From an optimization exercise on the open Yosys and OpenROAD flow, aimed at small area and a short achievable clock period; shortcuts taken in it are not production practice. The RTL was checked by simulation tests, not by an equivalence proof against the original design. The clock port is modelled as an ideal driver, which makes a skipped or thinned clock tree look cheaper than it is; a real chip needs a root buffer or a tree. Power is estimated from default activity; no workload was simulated.

// pio_ram_emu_responder
module pio_ram_emu_responder (
  input  logic       clk,
  input  logic       rst_n,
  input  logic [1:0] rx_pins,
  output logic [1:0] tx_pins,
  output logic       busy,
  output logic       protocol_err
);
  logic        st_rd_q, st_wr_q;   
  logic [3:0]  cnt_q;              
  logic [7:0]  addr_q;             
  logic [3:0]  apos_q;             
  logic        wr_last_q;          
  logic [15:0] data_q;             
  logic [1:0]  tx_q;
  logic        busy_q, err_q;
  logic [15:0] ring [0:15][0:15];   
  logic [3:0]  t_q;                 
  logic        pv_q;                
  logic [15:0] pdn_q;               
  logic [3:0]  pa_q;                
  logic [3:0]  pring_q;             
  logic [3:0]  dpos_q;              
  logic        clq_q;               
  logic        cq_q;                
  logic        cport_q;             
  logic [31:0] wclr_q, wset_q;      
  logic [15:0] rsel_q;              
  logic [3:0]  psel_q;              
  logic [15:0] y_q [0:3];           
  logic        rh_q;                
  logic [1:0]  nu_q;                
  logic [1:0]  w_q;                 
  logic        c3_q;                
  logic        c46_q;               
  logic        hold_q;              
  logic        got_q;               
  logic        hitd_q;              
  wire in_frame = st_rd_q | st_wr_q;
  wire idle     = ~in_frame;
  logic [15:0] port_in [0:3];
  logic [15:0] port_val;
  always_comb begin
    for (int p = 0; p < 4; p++) begin
      port_in[p] = '0;
      for (int r = 0; r < 16; r++) port_in[p] = port_in[p] | ({16{rsel_q[r]}} & ring[r][4*p]);
    end
    port_val = '0;
    for (int p = 0; p < 4; p++) port_val = port_val | ({16{psel_q[p]}} & y_q[p]);
  end
  wire       hit3    = rh_q & (pa_q == {addr_q[1:0], rx_pins});
  wire       hitl    = rh_q & (pa_q == addr_q[3:0]);
  wire       al_late = (apos_q[1:0] == 2'd1);
  wire wr_end = wr_last_q;
  always_ff @(posedge clk) begin
    t_q <= t_q + 4'd1;
  ...
Size in the first run: ~6600 cells after synthesis, about 8 I/O pins.
export LEC_CHECK = 0
export CAP_MARGIN = 20
export CORE_MARGIN = 2
export CORE_UTILIZATION = 72
export SETUP_SLACK_MARGIN = 2.3
export SLEW_MARGIN = 20
create_clock -name core_clock -period 4.0 [get_ports {clk}]
standard.sh (not shown) runs the stock make flow with config.mk's settings and CLKGATE_MAP_FILE= SYNTH_SCRIPT=/design/flow/synth_recipe.tcl, a recipe that flattens the netlist after the stock synthesis.
==> flow/flow/run.sh <==
#!/bin/bash
# ORFS's standard layout, with its clock tree built by flow/mytree.tcl instead of TritonCTS.
set -euo pipefail
here=$(pwd)
export PRE_CTS_TCL="$here/flow/pre_cts.tcl"
bash standard.sh > "$here/standard_flow.log" 2>&1
==> flow/flow/mytree.tcl <==
# Clock tree built top-down by recursive bisection of the flip-flop locations.
# ct_levels lists, from the root down, {fanout cell} for each level above the leaves: the clock
# port drives the first level's buffers, each buffer drives `fanout` of the next level's, and the
# last level's buffers each drive a compact cluster of at most ct_leaf_max flip-flop clock pins
# (their number is rounded up so every cluster has near the same size). Every path from the port
# passes the same number of cells; with inverters the number of levels must be even.
set ct_leaf_max 20
set ct_levels   {{4 sky130_fd_sc_hd__inv_16} {4 sky130_fd_sc_hd__inv_16} {4 sky130_fd_sc_hd__inv_8}}
set ct_leaf_cell sky130_fd_sc_hd__inv_8

proc ct_split {pts m} {
  if {$m <= 1} { return [list $pts] }
  set xs [lsort -integer [lmap p $pts {lindex $p 0}]]
  set ys [lsort -integer [lmap p $pts {lindex $p 1}]]
  set k [expr {([lindex $xs end] - [lindex $xs 0]) >= ([lindex $ys end] - [lindex $ys 0]) ? 0 : 1}]
  set s [lsort -integer -index $k $pts]
  set m1 [expr {$m / 2}]
  set n1 [expr {int(round(double([llength $s]) * $m1 / $m))}]
  return [concat [ct_split [lrange $s 0 [expr {$n1 - 1}]] $m1] [ct_split [lrange $s $n1 end] [expr {$m - $m1}]]]
}
proc ct_centroid {pts} {
  set sx 0; set sy 0
  foreach p $pts { set sx [expr {$sx + [lindex $p 0]}]; set sy [expr {$sy + [lindex $p 1]}] }
  set n [llength $pts]
  return [list [expr {$sx / $n}] [expr {$sy / $n}]]
}
set ct_block [ord::get_db_block]
set ct_clk   [$ct_block findNet clk]
set ct_tmp   [odb::dbNet_create $ct_block "clknet_ct_tmp"]
set ct_n 0
# a cell at the centroid of pts driving their iterms; returns {x y input-iterm}
proc ct_buffer {cell pts} {
  global ct_block ct_n ct_tmp
  lassign [ct_centroid $pts] cx cy
  set b [odb::dbInst_create $ct_block [[ord::get_db] findMaster $cell] "clkbuf_ct_$ct_n"]
  $b setLocation $cx $cy
  $b setPlacementStatus PLACED
  set net [odb::dbNet_create $ct_block "clknet_ct_$ct_n"]
  $net setSigType CLOCK
  incr ct_n
  foreach p $pts { set it [lindex $p 2]; $it disconnect; $it connect $net }
  set out [$b findITerm X]
  if {$out eq "NULL" || $out eq ""} { set out [$b findITerm Y] }
  $out connect $net
  set in [$b findITerm A]
  $in connect $ct_tmp
  return [list $cx $cy $in]
}
# build the subtree for pts at level lv; returns the list of {x y input-iterm} it exposes
proc ct_build {pts lv ngroups_below} {
  global ct_levels ct_leaf_cell ct_leaf_max
  if {$lv == [llength $ct_levels]} {
    # pts are sinks: split into leaf clusters
    set out {}
    foreach g [ct_split $pts $ngroups_below] { lappend out [ct_buffer $ct_leaf_cell $g] }
    return $out
  }
  lassign [lindex $ct_levels $lv] fan cell
  set out {}
  foreach g [ct_split $pts $fan] {
    set below [ct_build $g [expr {$lv + 1}] [expr {$ngroups_below / $fan}]]
    if {$lv == 0} { set out [concat $out [list [ct_buffer $cell $below]]] } else { lappend out [ct_buffer $cell $below] }
  }
  return $out
}
set sinks {}
foreach it [$ct_clk getITerms] {
  set bb [[$it getInst] getBBox]
  lappend sinks [list [expr {([$bb xMin] + [$bb xMax]) / 2}] [expr {([$bb yMin] + [$bb yMax]) / 2}] $it]
}
set ngroup 1
foreach l $ct_levels { set ngroup [expr {$ngroup * [lindex $l 0]}] }
set nleaf [expr {([llength $sinks] + $ct_leaf_max - 1) / $ct_leaf_max}]
set nleaf [expr {(($nleaf + $ngroup - 1) / $ngroup) * $ngroup}]
puts "mytree: [llength $sinks] sinks, $ngroup groups, $nleaf leaves"
# ct_build at level 0 splits the sinks by the root fanout; each root's subtree gets nleaf/4 leaves
set roots [ct_build $sinks 0 $nleaf]
foreach p $roots { set it [lindex $p 2]; $it disconnect; $it connect $ct_clk }
odb::dbNet_destroy $ct_tmp
global_connect
set_propagated_clock [all_clocks]
puts "mytree: made $ct_n cells"
Other scripts of this flow, unchanged in this note and not shown: flow/flow/pre_cts.tcl
The starting point finished with timing, DRC and antenna clean.
Change:
--- a/flow/config.mk
+++ b/flow/config.mk
@@ -10,3 +10,3 @@
 export CORE_UTILIZATION = 72
-export SETUP_SLACK_MARGIN = 2.3
+export SETUP_SLACK_MARGIN = 2.4
 export SLEW_MARGIN = 20
After rerunning: Cell area grows by a few percent; combinational power grows by a quarter to a third; critical path depth grows by 4.
Change:
--- a/flow/flow/mytree.tcl
+++ b/flow/flow/mytree.tcl
@@ -7,3 +7,3 @@
 set ct_leaf_max 20
-set ct_levels   {{4 sky130_fd_sc_hd__inv_16} {4 sky130_fd_sc_hd__inv_16} {4 sky130_fd_sc_hd__inv_8}}
+set ct_levels   {{4 sky130_fd_sc_hd__inv_16} {4 sky130_fd_sc_hd__inv_16} {3 sky130_fd_sc_hd__inv_8}}
 set ct_leaf_cell sky130_fd_sc_hd__inv_8
--- a/flow/config.mk
+++ b/flow/config.mk
@@ -10,3 +10,3 @@
 export CORE_UTILIZATION = 72
-export SETUP_SLACK_MARGIN = 2.4
+export SETUP_SLACK_MARGIN = 2.3
 export SLEW_MARGIN = 20
Utilization shrinks by 1.8 points.
Setup slack got worse by 0.045 ns.
Area after synthesis is unchanged.
No run of this note takes its clock network from TritonCTS; it comes from the design's own scripts or RTL.

---

The RTL this note starts from:
==> flow/design.v <==
module pio_ram_emu_responder (
  input  logic       clk,
  input  logic       rst_n,
  input  logic [1:0] rx_pins,
  output logic [1:0] tx_pins,
  output logic       busy,
  output logic       protocol_err
);
  logic        st_rd_q, st_wr_q;   
  logic [3:0]  cnt_q;              
  logic [7:0]  addr_q;             
  logic [15:0] data_q;             
  logic [1:0]  tx_q;
  logic        busy_q, err_q;
  logic        wr_last_q;          
  logic        c3_q;               
  logic        c46_q;              
  logic        hold_q;             
  logic [15:0] ring [0:15][0:15];  
  logic [3:0]  t_q;                
  logic [3:0]  apos_q;             
  logic        pv_q;               
  logic [15:0] pdn_q;              
  logic [3:0]  pa_q;               
  logic [3:0]  pring_q;            
  logic [3:0]  dpos_q;             
  logic        clq_q;              
  logic        cq_q;               
  logic [31:0] wclr_q, wset_q;     
  logic [15:0] rsel_q;             
  logic [3:0]  psel_q;             
  logic [15:0] y_q [0:3];          
  logic        rh_q;               
  logic [1:0]  nu_q;               
  logic [3:0]  woh_q;              
  logic [1:0]  mt_q;               
  logic [1:0]  lk_q [0:3];         
  logic [1:0]  xk_q [0:3];         
  logic [1:0]  yk_q [0:3];         
  logic        al_q;               
  logic        got_q;              
  logic        hitd_q;             
  function automatic logic [1:0] add2(input logic [1:0] a, input logic [1:0] b);
    case ({a, b})
      4'b0000, 4'b0111, 4'b1010, 4'b1101: add2 = 2'd0;
      4'b0001, 4'b0100, 4'b1011, 4'b1110: add2 = 2'd1;
      4'b0010, 4'b0101, 4'b1000, 4'b1111: add2 = 2'd2;
      default:                            add2 = 2'd3;
    endcase
  endfunction
  wire in_frame = st_rd_q | st_wr_q;
  wire idle     = ~in_frame;
  logic [15:0] port_in [0:3];
  logic [15:0] port_val;
  always_comb begin
    for (int p = 0; p < 4; p++) begin
      port_in[p] = '0;
      for (int r = 0; r < 16; r++) port_in[p] = port_in[p] | ({16{rsel_q[r]}} & ring[r][4*p]);
    end
    port_val = '0;
    for (int p = 0; p < 4; p++) port_val = port_val | ({16{psel_q[p]}} & y_q[p]);
  end
  always_ff @(posedge clk) begin
    t_q <= t_q + 4'd1;
    for (int r = 0; r < 16; r++)
      for (int p = 0; p < 16; p++) begin
        if (p == 15 || p == 7)
          ring[r][p] <= ~(ring[r][p-1] | {16{wclr_q[2*r + (p == 7)]}});
        else if (p == 0 || p == 8)
          ring[r][p] <= ~((pdn_q & {16{wset_q[2*r + (p == 8)]}}) | ring[r][(p + 15) % 16]);
        else
          ring[r][p] <= ring[r][p-1];
      end
  end
  always_ff @(posedge clk) begin
    dpos_q <= dpos_q + 4'd1;
    clq_q  <= pv_q & ~clq_q & ~cq_q & (dpos_q[2:0] == 3'd5);
    cq_q   <= clq_q;
    wset_q <= wclr_q;
    for (int i = 0; i < 32; i++)
      wclr_q[i] <= pv_q & ~clq_q & ~cq_q & (dpos_q[2:0] == 3'd5) & ({pring_q, ~dpos_q[3]} == 5'(i));
    if (cq_q) pv_q <= 1'b0;
    if (wr_last_q) begin
      if (rst_n) begin
        pdn_q   <= ~{data_q[13:0], rx_pins};
        pa_q    <= addr_q[3:0];
        pring_q <= addr_q[7:4];
        pv_q    <= 1'b1;
      end
      dpos_q <= apos_q + 4'd1;
    end
  end
  always_ff @(posedge clk) begin
    if (in_frame) begin
      case (cnt_q)
        4'd0: addr_q[7:6] <= rx_pins;
        4'd1: addr_q[5:4] <= rx_pins;
        4'd2: addr_q[3:2] <= rx_pins;
        4'd3: addr_q[1:0] <= rx_pins;
        default: ;
      endcase
    end
    begin
      logic [3:0] pos_k [0:3];
      logic [3:0] port_k [0:3];
      logic [3:0] cand [0:3];
      for (int k = 0; k < 4; k++) begin
        pos_k[k] = {add2(addr_q[3:2], xk_q[k]), lk_q[k]};
        for (int p = 0; p < 4; p++) port_k[k][p] = (add2(addr_q[3:2], yk_q[k]) == 2'(p));
      end
      if (cnt_q == 4'd3) apos_q <= pos_k[rx_pins];
      else               apos_q <= apos_q + 4'd1;
      for (int k = 0; k < 4; k++)
        cand[k] = (cnt_q == 4'd2) ? {woh_q[(3 - k) % 4], woh_q[(6 - k) % 4], woh_q[(5 - k) % 4], woh_q[(4 - k) % 4]}
                                  : port_k[k];
      if (cnt_q == 4'd2 || cnt_q == 4'd3) psel_q <= cand[rx_pins];
      else for (int p = 0; p < 4; p++) psel_q[p] <= (apos_q[3:2] == 2'(p));
    end
    for (int r = 0; r < 16; r++)
      rsel_q[r] <= (((cnt_q == 4'd1) ? {addr_q[7:6], rx_pins} : addr_q[7:4]) == 4'(r));
    for (int p = 0; p < 4; p++) y_q[p] <= port_in[p];
    rh_q <= rsel_q[pring_q];
    nu_q <= -t_q[1:0];
    for (int p = 0; p < 4; p++) woh_q[p] <= ((t_q[3:2] + 2'd1) == 2'(p));
    mt_q <= -(t_q[1:0] + 2'd1);
    for (int k = 0; k < 4; k++) begin
      logic [3:0] a, b;
      a = 4'(k) + t_q + 4'd2;    
      b = 4'(k) + t_q + 4'd1;    
      lk_q[k] <= a[1:0];
      xk_q[k] <= a[3:2];
      yk_q[k] <= b[3:2];
    end
    al_q <= (((cnt_q == 4'd3) ? rx_pins : addr_q[1:0]) == mt_q);
    if (c3_q) begin
      data_q <= port_val;
      got_q  <= (rx_pins == nu_q);
      hitd_q <= rh_q & (pa_q == {addr_q[3:2], rx_pins});
    end else if (c46_q) begin
      if (got_q ? hitd_q : al_q) data_q <= (got_q | hitd_q) ? ~pdn_q : port_val;
    end else if (!hold_q) begin
      data_q <= {data_q[13:0], rx_pins};
    end
  end
  always_ff @(posedge clk) begin
    if (!rst_n) begin
      st_rd_q   <= 1'b0;
      st_wr_q   <= 1'b0;
      cnt_q     <= '0;
      tx_q      <= 2'b00;
      busy_q    <= 1'b0;
      err_q     <= 1'b0;
      wr_last_q <= 1'b0;
      c3_q      <= 1'b0;
      c46_q     <= 1'b0;
      hold_q    <= 1'b0;
    end else begin
      tx_q      <= 2'b00;
      wr_last_q <= st_wr_q & (cnt_q == 4'd10);
      c3_q      <= st_rd_q & (cnt_q == 4'd2);
      c46_q     <= st_rd_q & (cnt_q >= 4'd3) & (cnt_q <= 4'd5);
      hold_q    <= st_rd_q ? (cnt_q <= 4'd5) : (idle & (rx_pins == 2'b01));
      if (idle) begin
        cnt_q   <= '0;
        st_rd_q <= (rx_pins == 2'b01);
        st_wr_q <= (rx_pins == 2'b10);
        busy_q  <= (rx_pins == 2'b01) | (rx_pins == 2'b10);
        if (rx_pins == 2'b11) err_q <= 1'b1;
      end else begin
        cnt_q <= cnt_q + 4'd1;
        if (wr_last_q) begin
          st_wr_q <= 1'b0;
          busy_q  <= 1'b0;
        end
        if (st_rd_q) begin
          if (cnt_q >= 4'd4 && rx_pins != 2'b00) err_q <= 1'b1;
          if (cnt_q == 4'd6) tx_q <= 2'b01;
          if (cnt_q >= 4'd7 && cnt_q <= 4'd14) tx_q <= data_q[15:14];
          if (cnt_q == 4'd15) begin
            st_rd_q <= 1'b0;
            busy_q  <= 1'b0;
          end
        end
      end
    end
  end
  assign tx_pins      = tx_q;
  assign busy         = busy_q;
  assign protocol_err = err_q;
endmodule
==> flow/config.mk <==
export PLATFORM = sky130hd
export DESIGN_NAME = pio_ram_emu_responder
export DESIGN_NICKNAME = pio_ram_emu_responder
export VERILOG_FILES = /design/flow/design.v
export SDC_FILE = /design/flow/constraint.sdc
export NUM_CORES = 4
export LEC_CHECK = 0
export CAP_MARGIN = 20
export CORE_MARGIN = 2
export CORE_UTILIZATION = 72
export SETUP_SLACK_MARGIN = 2.25
export SLEW_MARGIN = 20
==> flow/constraint.sdc <==
create_clock -name core_clock -period 4.0 [get_ports {clk}]
set_input_delay 0.8000 -clock core_clock [delete_from_list [all_inputs] [get_ports {clk}]]
set_output_delay 0.8000 -clock core_clock [all_outputs]
set_load 0.01 [all_outputs]
Scripts as last shown in full above: flow/flow/run.sh
Other scripts of this flow, unchanged in this note and not shown: flow/flow/mytree.tcl, flow/flow/pre_cts.tcl
Rerun with:
SETUP_SLACK_MARGIN = 2.4   (was 2.25)
Utilization came out higher by 1.5 points.
Sequential power is about the same.
Via count increases by 0.46%.
First-iteration DRC count drops by 17%.
Setup slack stays flat.
Routed wire length stays flat.
Rerun with:
SETUP_SLACK_MARGIN = 2.3   (was 2.4)
=> The new run produced a clean layout; maximum frequency rises by about 3%; global-route usage increases by 0.57 points; worst setup slack is better by 0.054 ns; clock skew goes up by 0.0058 ns; combinational power goes down by about 25%; via count shrinks by 0.47%; cell area fell by 0.79%; utilization goes down by 0.63 points; sequential cell count stays the same; hold slack degrades by 0.0056 ns; final cell count is about the same.
No run of this note takes its clock network from TritonCTS; it comes from the design's own scripts or RTL.

static timing again, ports no longer ideal:
Ports are ideal in the flow. The routed layouts listed here were re-timed in OpenROAD.
Step 1 (the two cells are an assumption about what drives the block):
set clk [get_ports {clk}]
set_driving_cell -lib_cell sky130_fd_sc_hd__clkbuf_16 $clk
set_driving_cell -lib_cell sky130_fd_sc_hd__buf_2 [delete_from_list [all_inputs] $clk]
Step 2 adds t to the input delays and takes it off the output delays; t is the mean of the earliest and latest rising clock arrival at the registers after step 1. Input paths then give back, and output paths get back, about the clock's delay inside the block.
a / b / c = ideal ports / drivers / drivers and shift; a / b = the first two.
run | t, ns | setup slack, ns | worst setup path at the end | slew at the worst register clock pin (ns)
the first run of note 1 | 0.653 | 2.143 / 2.040 / 1.728 | input to register | 0.10 / 0.10
the second run of note 1 | 0.660 | 2.194 / 2.077 / 1.749 | input to register | 0.10 / 0.10
the third run of note 1 | 0.651 | 2.149 / 2.030 / 1.717 | input to register | 0.10 / 0.10
the first run of note 2 | 0.648 | 2.176 / 2.067 / 1.876 | input to register | 0.10 / 0.10
the second run of note 2 | 0.645 | 2.176 / 2.055 / 1.911 | input to register | 0.10 / 0.10
the third run of note 2 | 0.655 | 2.230 / 2.051 / 1.826 | input to register | 0.10 / 0.10
After both steps every run listed still meets setup and hold. The setup slack of the second run of note 1, which loses most, moves by -0.117 ns with the drivers and by -0.445 ns with both steps.
